From an optimization exercise on the open Yosys and OpenROAD flow, aimed at small area and a short achievable clock period; shortcuts taken in it are not production practice.
RTL that was checked went through simulation tests only; none was proved equivalent to the original.
Power figures rest on the tool's default switching activity, not on a simulated workload.

## stitch_top
module stitch_top
#(
    parameter int TILE_H  = 8,
    parameter int TILE_V  = 4,
    parameter int H_SYNC  = 2,
    parameter int H_BACK  = 3,
    parameter int H_FRONT = 2,
    parameter int V_SYNC  = 1,
    parameter int V_BACK  = 4,
    parameter int V_FRONT = 1
)(
    input  logic               hdmi_tx_pix_clk,
    input  logic               reset,
    input  logic               cam_vsync,
    input  logic               cam_href,
    input  logic [stitch_pkg::CAM_W/2-1:0] cam_data,
    input  logic               hdmi_rx_vs,
    input  logic               hdmi_rx_de,
    input  logic [stitch_pkg::PIX_W-1:0]   hdmi_rx_data,
    output logic               hdmi_tx_vs,
    output logic               hdmi_tx_hs,
    output logic               hdmi_tx_de,
    output logic [stitch_pkg::PIX_W-1:0]   hdmi_tx_data
);
    logic        cam_we;
    logic [15:0] cam_word;
    logic [255:0] cam_taps;
    logic [383:0] hdmi_taps;
    logic [1:0]  row;
    logic [2:0]  ph;
    logic [1:0]  tap;
    logic        hs;
    logic        vs;
    logic        de;
    logic        top;
    cam_capture i_cam_capture (
        .hdmi_tx_pix_clk (hdmi_tx_pix_clk),
        .reset           (reset),
        .cam_href        (cam_href),
        .cam_data        (cam_data),
        .cam_we          (cam_we),
        .cam_word        (cam_word)
    );
    tile_buffer #(.W(16), .OFS(0)) i_cam_buf (
        .hdmi_tx_pix_clk (hdmi_tx_pix_clk),
        .reset           (reset),
        .frame_sync      (cam_vsync),
        .we              (cam_we),
        .wr_pix          (cam_word),
        .ph              (ph),
        .taps            (cam_taps)
    );
    tile_buffer #(.W(24), .OFS(4)) i_hdmi_buf (
        .hdmi_tx_pix_clk (hdmi_tx_pix_clk),
        .reset           (reset),
        .frame_sync      (hdmi_rx_vs),
        .we              (hdmi_rx_de),
        .wr_pix          (hdmi_rx_data),
        .ph              (ph),
        .taps            (hdmi_taps)
    );
    video_timing i_video_timing (
        .hdmi_tx_pix_clk (hdmi_tx_pix_clk),
        .reset           (reset),
        .hs              (hs),
        .vs              (vs),
        .de              (de),
        .top             (top),
        .row             (row),
        .ph              (ph),
  ...
For scale: about 65 I/O pins, ~50000 µm² of cells after synthesis.
export LEC_CHECK = 0
export CAP_MARGIN = 20
export CORE_MARGIN = 2
export CORE_UTILIZATION = 40
export SLEW_MARGIN = 20
create_clock -name core_clock -period 4.0 [get_ports {hdmi_tx_pix_clk}]
run.sh (not shown) runs the stock make flow with config.mk's settings and CLKGATE_MAP_FILE= SYNTH_SCRIPT=/design/flow/synth_recipe.tcl, a recipe that flattens the netlist after the stock synthesis.
The baseline completed without violations.
==> next run, changes <==
Settings changed: ABC_CLOCK_PERIOD_IN_PS set to 2000, SETUP_SLACK_MARGIN set to 1.9.
=> The changed run went through all stages and came out clean. Power came out higher by 7.1%. Core utilization came out higher by 7.0 points. Sequential power barely changes.
No functional check of the RTL was part of any run of this note.

========
== job 7342 ==
The RTL this note starts from:
==> flow/design.v <==
package stitch_pkg;
    localparam int PIX_W = 24;   
    localparam int CAM_W = 16;   
    localparam int CH_W  = 8;    
    typedef enum logic [1:0]
    {
        PH_SYNC   = 2'd0,   
        PH_BACK   = 2'd1,   
        PH_ACTIVE = 2'd2,   
        PH_FRONT  = 2'd3    
    } raster_phase_t;
    typedef enum logic [1:0]
    {
        Q_CAM_L  = 2'd0,   
        Q_CAM_R  = 2'd1,   
        Q_HDMI_L = 2'd2,   
        Q_HDMI_R = 2'd3    
    } quad_t;
endpackage
module cam_capture
(
    input  logic        hdmi_tx_pix_clk,
    input  logic        reset,
    input  logic        cam_href,
    input  logic [7:0]  cam_data,
    output logic        cam_we,
    output logic [15:0] cam_word,
    output logic [15:0] cam_word_n   
);
    logic       lo_phase;
    logic [7:0] b1;   
    logic [7:0] b2;   
    logic [7:0] b1n;
    logic [7:0] b2n;
    always_ff @(posedge hdmi_tx_pix_clk)
    begin
        if (reset)
        begin
            lo_phase <= 1'b0;
            cam_we   <= 1'b0;
        end
        else
        begin
            cam_we   <= cam_href && lo_phase;
            lo_phase <= cam_href ? ~lo_phase : 1'b0;
        end
    end
    always_ff @(posedge hdmi_tx_pix_clk)
    begin
        b1  <= cam_data;
        b2  <= b1;
        b1n <= ~cam_data;
        b2n <= b1n;
    end
    assign cam_word   = {b2, b1};
    assign cam_word_n = {b2n, b1n};
endmodule
module tile_buffer
#(
    parameter int W   = 24,
    parameter int OFS = 0
)(
    input  logic            hdmi_tx_pix_clk,
    input  logic            reset,
    input  logic            frame_sync,
    input  logic            we,
    input  logic [W-1:0]    wr_pix,
    input  logic [W-1:0]    wr_pix_n,   
    input  logic [2:0]      ph,
    output logic [16*W-1:0] taps   
);
    logic [W-1:0] ring [4][8];
    logic         sync_d;
    logic         sync_rise;
    logic [5:0]   wr_cnt;    
    logic         wr_en;
    logic [5:0]   cnt_nx;
    logic [7:0]   word_nx;
    logic [3:0]   row_nx;
    logic [7:0]   word_q;
    logic [7:0]   word_qn;
    logic [3:0]   row_q;
    logic [3:0]   row_qn;
    logic [W-1:0] ld [4][8];
    logic [W-1:0] ldn [4][8];
    assign sync_rise = frame_sync && !sync_d;
    assign wr_en     = we && !wr_cnt[5] && !sync_rise;
    always_comb
    begin
        if (reset)
        begin
            cnt_nx  = '0;
            word_nx = 8'(1) << 3'(OFS - 1);
        end
        else if (sync_rise)
        begin
            cnt_nx  = '0;
            word_nx = 8'(1) << (3'(OFS - 2) - ph);
        end
        else if (wr_en)
        begin
            cnt_nx  = wr_cnt + 1'b1;
            word_nx = (wr_cnt[2:0] == 3'd7) ? {word_q[0], word_q[7:1]} : word_q;
        end
        else
        begin
            cnt_nx  = wr_cnt;
            word_nx = {word_q[0], word_q[7:1]};
        end
        for (int r = 0; r < 4; r++)
            row_nx[r] = !cnt_nx[5] && (cnt_nx[4:3] == 2'(r));
    end
    always_ff @(posedge hdmi_tx_pix_clk)
    begin
        sync_d  <= !reset && frame_sync;
        wr_cnt  <= cnt_nx;
        word_q  <= word_nx;
        word_qn <= ~word_nx;
        row_q   <= row_nx;
        row_qn  <= ~row_nx;
    end
    always_comb
    begin
        for (int r = 0; r < 4; r++)
            for (int i = 0; i < 8; i++)
            begin
                ld[r][i]  = {W{we && !sync_rise && row_q[r] && word_q[i]}};
                ldn[r][i] = {W{!we || sync_rise || row_qn[r] || word_qn[i]}};
            end
    end
    always_ff @(posedge hdmi_tx_pix_clk)
    begin
        for (int r = 0; r < 4; r++)
            for (int i = 0; i < 8; i++)
                ring[r][i] <= ~((ring[r][(i + 1) % 8] | ld[r][i]) &
                                (((i % 2 == 1) ? wr_pix : wr_pix_n) | ldn[r][i]));
    end
    always_comb
    begin
        for (int r = 0; r < 4; r++)
            for (int t = 0; t < 4; t++)
                taps[(4 * r + t) * W +: W] = ring[r][2 * t];
    end
endmodule
module video_timing
(
    input  logic       hdmi_tx_pix_clk,
    input  logic       reset,
    output logic       hs,
    output logic       vs,
    output logic       de,
    output logic [2:0] ph,
    output logic [31:0] sel
);
    logic [4:0] hc;
    logic [4:0] vc;
    logic [1:0] tap;
    logic [4:0] hc_nx;
    logic [4:0] vc_nx;
    logic [1:0] tap_nx;
    logic       de_nx;
    always_comb
    begin
        hc_nx  = hc + 1'b1;
        vc_nx  = vc;
        tap_nx = tap;
        if (reset)
        begin
            hc_nx  = 5'd3;
            vc_nx  = 5'd3;
            tap_nx = 2'd0;
        end
        else if (hc == 5'd25)
        begin
            hc_nx = 5'd3;
            if (vc == 5'd16)
            begin
                vc_nx  = 5'd3;
                tap_nx = tap - 1'b1;
            end
            else
                vc_nx = vc + 1'b1;
        end
    end
    assign de_nx = (hc_nx >= 5'd8) && (hc_nx < 5'd24) && (vc_nx[4:3] == 2'b01);
    always_ff @(posedge hdmi_tx_pix_clk)
    begin
        hc  <= hc_nx;
        vc  <= vc_nx;
        tap <= tap_nx;
        ph  <= reset ? 3'd0 : ph + 1'b1;
        for (int k = 0; k < 32; k++)
            sel[k] <= de_nx && ({vc_nx[2], vc_nx[1:0], tap_nx} == 5'(k));
    end
    assign hs = (hc < 5'd5);
    assign vs = (vc == 5'd3);
    assign de = (hc >= 5'd8) && (hc < 5'd24) && (vc[4:3] == 2'b01);
endmodule
module quad_reader
(
    input  logic         hdmi_tx_pix_clk,
    input  logic         reset,
    input  logic         hs,
    input  logic         vs,
    input  logic         de,
    input  logic [31:0]  sel,         
    input  logic [255:0] cam_taps,    
    input  logic [383:0] hdmi_taps,   
    output logic         hdmi_tx_hs,
    output logic         hdmi_tx_vs,
    output logic         hdmi_tx_de,
    output logic [23:0]  hdmi_tx_data
);
    logic        hs_d1;
    logic        vs_d1;
    logic        de_d1;
    logic [23:0] pix_d1;
    logic [15:0] w;
    logic [23:0] hdmi_pix;
    always_comb
    begin
        w        = '0;
        hdmi_pix = '0;
        for (int r = 0; r < 4; r++)
            for (int t = 0; t < 4; t++)
            begin
                w        = w | ({16{sel[4 * r + t]}} & cam_taps[(4 * r + t) * 16 +: 16]);
                hdmi_pix = hdmi_pix | ({24{sel[16 + 4 * r + t]}} & hdmi_taps[(4 * r + t) * 24 +: 24]);
            end
    end
    always_ff @(posedge hdmi_tx_pix_clk)
    begin
        if (reset)
        begin
            hs_d1        <= 1'b0;
            vs_d1        <= 1'b0;
            de_d1        <= 1'b0;
            pix_d1       <= '0;
            hdmi_tx_hs   <= 1'b0;
            hdmi_tx_vs   <= 1'b0;
            hdmi_tx_de   <= 1'b0;
            hdmi_tx_data <= '0;
        end
        else
        begin
            hs_d1        <= hs;
            vs_d1        <= vs;
            de_d1        <= de;
            pix_d1       <= {w[15:11], w[15:13], w[10:5], w[10:9], w[4:0], w[4:2]} | hdmi_pix;
            hdmi_tx_hs   <= hs_d1;
            hdmi_tx_vs   <= vs_d1;
            hdmi_tx_de   <= de_d1;
            hdmi_tx_data <= pix_d1;
        end
    end
endmodule
module stitch_top
#(
    parameter int TILE_H  = 8,
    parameter int TILE_V  = 4,
    parameter int H_SYNC  = 2,
    parameter int H_BACK  = 3,
    parameter int H_FRONT = 2,
    parameter int V_SYNC  = 1,
    parameter int V_BACK  = 4,
    parameter int V_FRONT = 1
)(
    input  logic               hdmi_tx_pix_clk,
    input  logic               reset,
    input  logic               cam_vsync,
    input  logic               cam_href,
    input  logic [stitch_pkg::CAM_W/2-1:0] cam_data,
    input  logic               hdmi_rx_vs,
    input  logic               hdmi_rx_de,
    input  logic [stitch_pkg::PIX_W-1:0]   hdmi_rx_data,
    output logic               hdmi_tx_vs,
    output logic               hdmi_tx_hs,
    output logic               hdmi_tx_de,
    output logic [stitch_pkg::PIX_W-1:0]   hdmi_tx_data
);
    logic        cam_we;
    logic [15:0] cam_word;
    logic [15:0] cam_word_n;
    logic [255:0] cam_taps;
    logic [383:0] hdmi_taps;
    logic [2:0]  ph;
    logic [31:0] sel;
    logic        hs;
    logic        vs;
    logic        de;
    cam_capture i_cam_capture (
        .hdmi_tx_pix_clk (hdmi_tx_pix_clk),
        .reset           (reset),
        .cam_href        (cam_href),
        .cam_data        (cam_data),
        .cam_we          (cam_we),
        .cam_word        (cam_word),
        .cam_word_n      (cam_word_n)
    );
    tile_buffer #(.W(16), .OFS(0)) i_cam_buf (
        .hdmi_tx_pix_clk (hdmi_tx_pix_clk),
        .reset           (reset),
        .frame_sync      (cam_vsync),
        .we              (cam_we),
        .wr_pix          (cam_word),
        .wr_pix_n        (cam_word_n),
        .ph              (ph),
        .taps            (cam_taps)
    );
    tile_buffer #(.W(24), .OFS(4)) i_hdmi_buf (
        .hdmi_tx_pix_clk (hdmi_tx_pix_clk),
        .reset           (reset),
        .frame_sync      (hdmi_rx_vs),
        .we              (hdmi_rx_de),
        .wr_pix          (hdmi_rx_data),
        .wr_pix_n        (~hdmi_rx_data),
        .ph              (ph),
        .taps            (hdmi_taps)
    );
    video_timing i_video_timing (
        .hdmi_tx_pix_clk (hdmi_tx_pix_clk),
        .reset           (reset),
        .hs              (hs),
        .vs              (vs),
        .de              (de),
        .ph              (ph),
        .sel             (sel)
    );
    quad_reader i_quad_reader (
        .hdmi_tx_pix_clk (hdmi_tx_pix_clk),
        .reset           (reset),
        .hs              (hs),
        .vs              (vs),
        .de              (de),
        .sel             (sel),
        .cam_taps        (cam_taps),
        .hdmi_taps       (hdmi_taps),
        .hdmi_tx_hs      (hdmi_tx_hs),
        .hdmi_tx_vs      (hdmi_tx_vs),
        .hdmi_tx_de      (hdmi_tx_de),
        .hdmi_tx_data    (hdmi_tx_data)
    );
endmodule
make LEC_CHECK=0 CAP_MARGIN=10 CORE_MARGIN=2 CORE_UTILIZATION=40 CTS_CLUSTER_DIAMETER=100 CTS_CLUSTER_SIZE=26 SETUP_SLACK_MARGIN=2.15 SLEW_MARGIN=10 finish   # period 4.0 ns
Job 7342 was carried through to the last stage, and its layout satisfied the timing, design-rule and antenna checks.
### job 7342 -> job 9215
- swapping 10 for 0 in CAP_MARGIN
- swapping 26 for 30 in CTS_CLUSTER_SIZE
- swapping 10 for 0 in SLEW_MARGIN
- swapping 2.15 for 2.2 in SETUP_SLACK_MARGIN
Notes after the runs:
- Between job 9215 and job 7342, the total global routing track utilization figures differ only marginally.
- Of job 9215 and job 7342, the higher overall power belongs to job 7342.
- Job 9215 vs job 7342: share of final layout cell area taken by clock buffers and inverters down in job 9215
- The count of placed standard cells including taps of job 9215 falls short of that of job 7342 by 18.
- Going from job 7342 to job 9215, design internal power shrinks by 550 uW.
- Sequential portion of the cell area was lower in the run labelled job 9215.
- Compared with job 7342, job 9215 shows a higher area growth from synthesis to layout.
- The post-route worst hold slack reported for job 9215 is smaller than that of job 7342 by 0.0079 ns.
- Job 9215 vs job 7342: sequential share of power up in job 9215
For job 2850, these inputs were changed with respect to job 9215:
- CTS_CLUSTER_DIAMETER: 100 -> 60
- CAP_MARGIN: 0 -> 10
- SLEW_MARGIN: 0 -> 10
Notes after the runs:
- Job 2850 vs job 9215, fraction of power spent switching nets went up by 1.7 points.
- Job 9215 → job 2850: power consumption went up by about 19%; overall routed net length was more or less identical; share of the final layout cell area in sequential cells went down by 2.2 points; number of filler cells placed in the layout went down by about 1.6%; power per standard cell area went up by 14%.
- Post-route minimum period (job 2850 over job 9215): increase, 0.024 ns
- Re number of standard cells in the final layout excluding fillers: job 2850 is 2.1% up on job 9215.
Edits applied to the flow inputs when going from job 2850 to job 9303:
- swapping 10 for 20 in SLEW_MARGIN
- swapping 2.2 for 2.1 in SETUP_SLACK_MARGIN
- swapping 60 for 100 in CTS_CLUSTER_DIAMETER
- swapping 10 for 20 in CAP_MARGIN
- swapping 40 for 45 in CORE_UTILIZATION
Findings:
- Job 9303 against job 2850: non-clock buffer count dropped 27; area added between synthesis and finish decreased by 7.4 points relative to the old numbers; proportion of final cell area spent on non-clock buffers now smaller; wire length comparable; total non-filler cell area in the finished layout shows a reduction of about 6%.
- Relative to job 2850, power consumed by combinational cells has decreased by about 6% in job 9303.
- Job 2850 has a lower endpoint arrival time on the critical path than job 9303.
- Of job 9303 and job 2850, job 9303 shows the higher fraction of the cycle the final worst path needs, with job 2850 below it.
- Job 9303 -> job 2850: sequential share of the synthesized area delta 0, exact match
- NOTE total power job 2850->job 9303 decreased by more than 10%
- Job 9303: flow completed, timing, DRC and antenna clean
- Number of buffers and inverters on the critical path came out exactly the same in job 9303 and job 2850.
diff inputs: job 9303 => job 9218
- changing SLEW_MARGIN from 20 to 10
- changing CORE_UTILIZATION from 45 to 40
- changing CAP_MARGIN from 20 to 10
- changing SETUP_SLACK_MARGIN from 2.1 to 2.2
## What came out
Any difference in sequential power between job 9303 and job 9218 is small enough to ignore. Leakage power: job 9218 vs job 9303 up 2.1%. Job 9218 vs. job 9303: standard cell area after detailed placement increased about 0.4%; met2 layer wire length in the routed design increased 1.7%; area of the multi-input gates increased about 3%; overall fraction of global-route tracks in use decreased 4.5 points.
Changes in job 6088 relative to job 9218:
- swapping 10 for 20 in CAP_MARGIN
- swapping 10 for 20 in SLEW_MARGIN
- swapping 2.2 for 2.0 in SETUP_SLACK_MARGIN
[summary]
Every run (job 6088 and job 9218) finished clean. Job 9218 → job 6088: post-layout minimum cycle time climbed 0.19 ns; detailed placement HPWL climbed 3.7 mm; leakage power summed over all cells dropped 0.53 nW; total non-filler cell area in the finished layout dropped 0.0016 mm^2. Delta (job 6088 minus job 9218): utilization shrank by 1.4 points, worst slack on hold paths grew by 0.0073 ns.

-- static timing again, ports no longer ideal --
How much do the figures lean on ideal ports? The routed layouts below were timed once more, with nothing changed but the port constraints.
Step 1 (the two cells are an assumption about what drives the block):
set clk [get_ports {hdmi_tx_pix_clk}]
set_driving_cell -lib_cell sky130_fd_sc_hd__clkbuf_16 $clk
set_driving_cell -lib_cell sky130_fd_sc_hd__buf_2 [delete_from_list [all_inputs] $clk]
Step 2 moves the port delays by t, midway between the first and last clock arrival at a register: inputs arrive t later, outputs are due t later. That takes back most of the time a late clock gives input paths.
Three values: ideal ports, drivers, drivers and shift; two values: the first two.
run | t (ns) | setup WS [ns] | slew at the worst register clock pin (ns)
the first run of note 1 | 0.832 | 0.276 / 0.276 / 0.276 | 0.06 / 0.06
the second run of note 1 | 0.855 | 0.916 / 0.916 / 0.298 | 0.07 / 0.07
job 7342 | 0.740 | 2.067 / 2.002 / 1.423 | 0.11 / 0.11
job 9215 | 0.772 | 2.037 / 1.962 / 1.375 | 0.12 / 0.12
job 2850 | 0.802 | 2.013 / 1.935 / 1.379 | 0.11 / 0.11
job 9303 | 0.779 | 1.981 / 1.908 / 1.292 | 0.12 / 0.12
job 9218 | 0.772 | 2.037 / 1.962 / 1.375 | 0.12 / 0.12
job 6088 | 0.782 | 1.848 / 1.848 / 1.293 | 0.12 / 0.12
After both steps setup and hold are still met in every run listed. For job 9303, which loses most, drivers alone change the setup slack by -0.073 ns; drivers and shift together by -0.689 ns.
